Source: an optimization exercise on an open RTL-to-GDS flow (aim: small area and few clock cycles). Production flows keep margins and buffers that such runs may drop.
Only simulation tests tie the RTL to the original design; equivalence was not proved.
No activity file was given, so power comes from the tool's default toggle rates.

==> inputs of trial 10 <==
==> flow/design.v (excerpt) <==
module fusion_sequencer_top
(
    input  logic        clock,
    input  logic        reset,
    input  logic        go_i,
    input  logic [15:0] input_word_i,
    input  logic [15:0] weight_word_i,
    output logic [11:0] input_addr_o,
    output logic [11:0] weight_addr_o,
    output logic [11:0] out_addr_o,
    output logic [15:0] out_data_o,
    output logic        out_write_o,
    output logic        finish_o
);
==> module set_controller, before the edit <==
module set_controller
(
    input  logic                             clock,
    input  logic                             reset,
    input  logic                             go_i,
    input  logic [fusion_pkg::WORD_W-1:0]    input_word_i,
    output logic [fusion_pkg::ADDR_W-1:0]    read_addr_o,
    output logic                             cfg_load_o,
    output logic                             data_o,
    output logic                             last_o,
    output logic                             finish_o
);
    logic                          run_q;
    logic [1:0]                    phase_q;
    logic [fusion_pkg::ADDR_W-1:0] addr_q;
    logic [7:0]                    m_cnt_q;
    logic [3:0]                    k_q;
    logic [3:0]                    k_cnt_q;
    logic                          clear;
    logic                          last_word;
    logic                          last_output;
    logic                          end_mark;
    assign clear       = reset || !go_i;
    assign end_mark    = (input_word_i[7:0] == fusion_pkg::END_MARK);
    assign last_word   = (k_cnt_q == 4'd0);
    assign last_output = (m_cnt_q == 8'd1);
    assign read_addr_o = addr_q;
    assign cfg_load_o  = run_q && (phase_q == fusion_pkg::PH_HDR1);
    assign data_o      = run_q && (phase_q == fusion_pkg::PH_DATA);
    assign last_o      = last_word;
    assign finish_o    = run_q && ((phase_q == fusion_pkg::PH_DONE) ||
                                   ((phase_q == fusion_pkg::PH_HDR0) && end_mark));
    always_ff @(posedge clock)
    begin
        if (clear)
        begin
            run_q   <= 1'b0;
            phase_q <= fusion_pkg::PH_HDR0;
            addr_q  <= '0;
        end
        else
        begin
            run_q  <= 1'b1;
            addr_q <= addr_q + 1'b1;
            if (run_q)
            begin
                case (phase_q)
                    fusion_pkg::PH_HDR0:
                        phase_q <= end_mark ? fusion_pkg::PH_DONE : fusion_pkg::PH_HDR1;
                    fusion_pkg::PH_HDR1:
                        phase_q <= (m_cnt_q == 8'd0) ? fusion_pkg::PH_HDR0 : fusion_pkg::PH_DATA;
                    fusion_pkg::PH_DATA:
                        if (last_word && last_output)
                            phase_q <= fusion_pkg::PH_HDR0;
                    default:
                        phase_q <= fusion_pkg::PH_DONE;
                endcase
            end
        end
    end
    always_ff @(posedge clock)
    begin
        if (phase_q == fusion_pkg::PH_HDR0)
            m_cnt_q <= input_word_i[7:0];
        else if ((phase_q == fusion_pkg::PH_DATA) && last_word)
            m_cnt_q <= m_cnt_q - 8'd1;
        if (phase_q == fusion_pkg::PH_HDR1)
        begin
            k_q     <= input_word_i[11:8] - 4'd1;
            k_cnt_q <= input_word_i[11:8] - 4'd1;
        end
        else if (phase_q == fusion_pkg::PH_DATA)
            k_cnt_q <= last_word ? k_q : k_cnt_q - 4'd1;
    end
endmodule
==> flow/config.mk <==
export PLATFORM = sky130hd
export DESIGN_NAME = fusion_sequencer_top
export DESIGN_NICKNAME = fusion_sequencer_top
export VERILOG_FILES = /design/flow/design.v
export SDC_FILE = /design/flow/constraint.sdc
export NUM_CORES = 4
export LEC_CHECK = 0
export CAP_MARGIN = 20
export CORE_MARGIN = 2
export CORE_UTILIZATION = 60
export SLEW_MARGIN = 20
==> flow/constraint.sdc <==
create_clock -name core_clock -period 6.0 [get_ports {clock}]
set_input_delay 1.2000 -clock core_clock [delete_from_list [all_inputs] [get_ports {clock}]]
set_output_delay 1.2000 -clock core_clock [all_outputs]
set_load 0.01 [all_outputs]
standard.sh (not shown) runs the stock make flow with config.mk's settings and CLKGATE_MAP_FILE= SYNTH_SCRIPT=/design/flow/synth_recipe.tcl, a recipe that flattens the netlist after the stock synthesis.
==> flow/flow/run.sh <==
#!/bin/bash
# The standard layout, except that Yosys's generic synthesis skips its quick
# ABC pass (synth -noabc), so that extract_fa still sees the adder tree as
# written and maps it to full adders without inverters between them. The
# technology-mapping ABC pass later in the script runs as usual.
set -euo pipefail
sed 's/yosys synth -nofsm -noshare /yosys synth -nofsm -noshare -noabc /' synth_recipe.tcl > flow_synth.tcl
grep -q -- '-noabc' flow_synth.tcl
sed "s#SYNTH_SCRIPT=[^ ]*#SYNTH_SCRIPT=$PWD/flow_synth.tcl#" standard.sh > flow_standard.sh
# Port buffers: a plain buf_2 on each input and output port
export BUFFER_PORTS_ARGS="-buffer_cell sky130_fd_sc_hd__buf_2"
bash flow_standard.sh > flow_standard.log 2>&1
==> trial 80 (differences from trial 10) <==
--- a/flow/design.v
+++ b/flow/design.v
@@ -78,11 +78,10 @@
         else if ((phase_q == fusion_pkg::PH_DATA) && last_word)
             m_cnt_q <= m_cnt_q - 8'd1;
         if (phase_q == fusion_pkg::PH_HDR1)
-        begin
-            k_q     <= input_word_i[11:8] - 4'd1;
+            k_q <= input_word_i[11:8] - 4'd1;
+        if (phase_q == fusion_pkg::PH_HDR1)
             k_cnt_q <= input_word_i[11:8] - 4'd1;
-        end
-        else if (phase_q == fusion_pkg::PH_DATA)
+        else
             k_cnt_q <= last_word ? k_q : k_cnt_q - 4'd1;
     end
 endmodule
==> flow/flow/run.sh (replaced) <==
#!/bin/bash
# The standard layout, with these changes:
# - Yosys's generic synthesis skips its quick ABC pass (synth -noabc), so that
#   extract_fa still sees the adder tree as written and maps it to full
#   adders without inverters between them; the technology-mapping ABC pass
#   later in the script runs as usual.
# - Port buffers come from flow/ports.tcl, run before global placement
#   (global placement is not timing driven, so nothing removes them).
# - Clock tree synthesis uses clkbuf_4 clock buffers and no dummy loads.
set -euo pipefail
sed 's/yosys synth -nofsm -noshare /yosys synth -nofsm -noshare -noabc /' synth_recipe.tcl > flow_synth.tcl
grep -q -- '-noabc' flow_synth.tcl
sed "s#SYNTH_SCRIPT=[^ ]*#SYNTH_SCRIPT=$PWD/flow_synth.tcl#" standard.sh > flow_standard.sh
export DONT_BUFFER_PORTS=1
export PRE_GLOBAL_PLACE_TCL="$PWD/flow/ports.tcl"
export CTS_ARGS="-sink_clustering_enable -repair_clock_nets -buf_list {sky130_fd_sc_hd__clkbuf_4} -dont_use_dummy_load"
bash flow_standard.sh > flow_standard.log 2>&1
==> flow/flow/ports.tcl (new file) <==
# Synthesis buffers go, as the standard flow removes them before placement.
remove_buffers

# Port buffers, one per port as the standard flow places them: a buffer
# sized for the fanout on each input, the smallest buffer on each output
# (its load is the 0.01 pF port load).
buffer_ports -inputs -buffer_cell sky130_fd_sc_hd__buf_4
buffer_ports -outputs -buffer_cell sky130_fd_sc_hd__buf_1
--- a/flow/config.mk
+++ b/flow/config.mk
@@ -7,5 +7,7 @@
 export LEC_CHECK = 0
 export CAP_MARGIN = 20
 export CORE_MARGIN = 2
-export CORE_UTILIZATION = 60
+export CORE_UTILIZATION = 70
+export GPL_ROUTABILITY_DRIVEN = 0
+export GPL_TIMING_DRIVEN = 0
 export SLEW_MARGIN = 20
==> trial 41 (differences from trial 10) <==
--- a/flow/design.v
+++ b/flow/design.v
@@ -78,11 +78,10 @@
         else if ((phase_q == fusion_pkg::PH_DATA) && last_word)
             m_cnt_q <= m_cnt_q - 8'd1;
         if (phase_q == fusion_pkg::PH_HDR1)
-        begin
-            k_q     <= input_word_i[11:8] - 4'd1;
+            k_q <= input_word_i[11:8] - 4'd1;
+        if (phase_q == fusion_pkg::PH_HDR1)
             k_cnt_q <= input_word_i[11:8] - 4'd1;
-        end
-        else if (phase_q == fusion_pkg::PH_DATA)
+        else
             k_cnt_q <= last_word ? k_q : k_cnt_q - 4'd1;
     end
 endmodule
--- a/flow/flow/run.sh
+++ b/flow/flow/run.sh
@@ -9,4 +9,6 @@
 sed "s#SYNTH_SCRIPT=[^ ]*#SYNTH_SCRIPT=$PWD/flow_synth.tcl#" standard.sh > flow_standard.sh
 # Port buffers: a plain buf_2 on each input and output port
 export BUFFER_PORTS_ARGS="-buffer_cell sky130_fd_sc_hd__buf_2"
+# Clock tree: small clock buffers, no dummy loads
+export CTS_ARGS="-sink_clustering_enable -repair_clock_nets -buf_list {sky130_fd_sc_hd__clkbuf_4} -dont_use_dummy_load"
 bash flow_standard.sh > flow_standard.log 2>&1
--- a/flow/config.mk
+++ b/flow/config.mk
@@ -7,5 +7,7 @@
 export LEC_CHECK = 0
 export CAP_MARGIN = 20
 export CORE_MARGIN = 2
-export CORE_UTILIZATION = 60
+export CORE_UTILIZATION = 70
+export GPL_ROUTABILITY_DRIVEN = 0
+export GPL_TIMING_DRIVEN = 0
 export SLEW_MARGIN = 20
==> results.py <==
metrics = {
    "floorplan": {
        "die_h_um": 121,
    },
    "min_path": {
        "holdPathEnd": "set_controller_inst.addr_q[0]",
    },
    "finish": {
        "final-instance-count-excl-fill": 1048,
        "area_delta_synth_final_pct": 12.7,
        "finish.net_count": 1100,
    },
    "yosys": {
        "netlist_top_cells_area": "fa_1 (40%), dfxtp_1 (11%), and3_1 (8.0%)",
    },
    "status": {
        "outcome": "complete, no violations",
    },
    "timing": {
        "rsz0062_at_grt": "false",
        "hold_slack_ps": 483,
    },
    "clock_network": {
        "cts-root-buf": "clkbuf_16",
    },
    "detailed_routing": {
        "wl_met1_mm": 8.38,
    },
}
The numbers above come from trial 10.

==> results.py <==
metrics = {
    "clock_network": {
        "cts-root-buf": "clkbuf_4",
    },
    "yosys": {
        "yosysUniqueCellTypes": 44,
    },
    "power": {
        "p_int_uw": 1850,
        "pg_clk_uw": 215,
    },
    "timing": {
        "hold_slack_ps": 481,
    },
    "status": {
        "outcome": "complete, no violations",
    },
    "finish": {
        "finish.net_count": 1069,
        "final-instance-count-excl-fill": 977,
        "area_delta_synth_final_pct": 7.51,
    },
    "detailed_routing": {
        "wl_met1_mm": 7.64,
    },
    "floorplan": {
        "die_h_um": 112,
    },
    "min_path": {
        "holdPathEnd": "output_accumulator_inst.cont_q",
    },
}
The numbers above come from trial 80.

==> results.py <==
metrics = {
    "min_path": {
        "holdPathEnd": "output_accumulator_inst.write_q",
    },
    "clock_network": {
        "cts-root-buf": "clkbuf_4",
    },
    "detailed_routing": {
        "wl_met1_mm": 7.56,
    },
    "finish": {
        "finish.net_count": 1103,
        "final-instance-count-excl-fill": 1014,
    },
    "yosys": {
        "netlist_top_cells_area": "fa_1 (40%), dfxtp_1 (12%), and3_1 (8.0%)",
    },
    "floorplan": {
        "die_h_um": 112,
    },
    "status": {
        "outcome": "complete, no violations",
    },
    "timing": {
        "rsz0062_at_grt": "false",
    },
}
The numbers above come from trial 41.

Testbench counts of trial 10, summed over its fixed seeds: cycles 26,114.
Testbench counts of trial 80, summed over its fixed seeds: cycles 26,114.
Testbench counts of trial 41, summed over its fixed seeds: cycles 26,114.

-- port drivers added, routing unchanged --
The results above use ideal ports. As a check the final layouts listed here were re-extracted and re-timed, cells and wires unchanged.
Step 1 assumes that a clkbuf_16 drives the clock port and a buf_2 every other input.
Step 2 times the ports against the registers' clock, not the clock port: input delays grow and output delays shrink by t, the midpoint of the rising clock arrivals with the driver on.
a / b / c = no drivers / after step 1 / after step 2; a / b = the first two.
| run | t, ns | setup WS [ns] | worst setup path at the end |
|---|---|---|---|
| trial 10 | 0.385 | 0.257 / 0.271 / -0.114 | input to register |
| trial 80 | 0.455 | 0.189 / 0.195 / -0.260 | input to register |
| trial 41 | 0.474 | 0.190 / 0.190 / -0.284 | input to register |
Met with ideal ports but missed after step 2: setup timing in every run listed. For trial 41, which loses most, drivers alone change the setup slack by 0.000 ns; drivers and shift together by -0.474 ns.
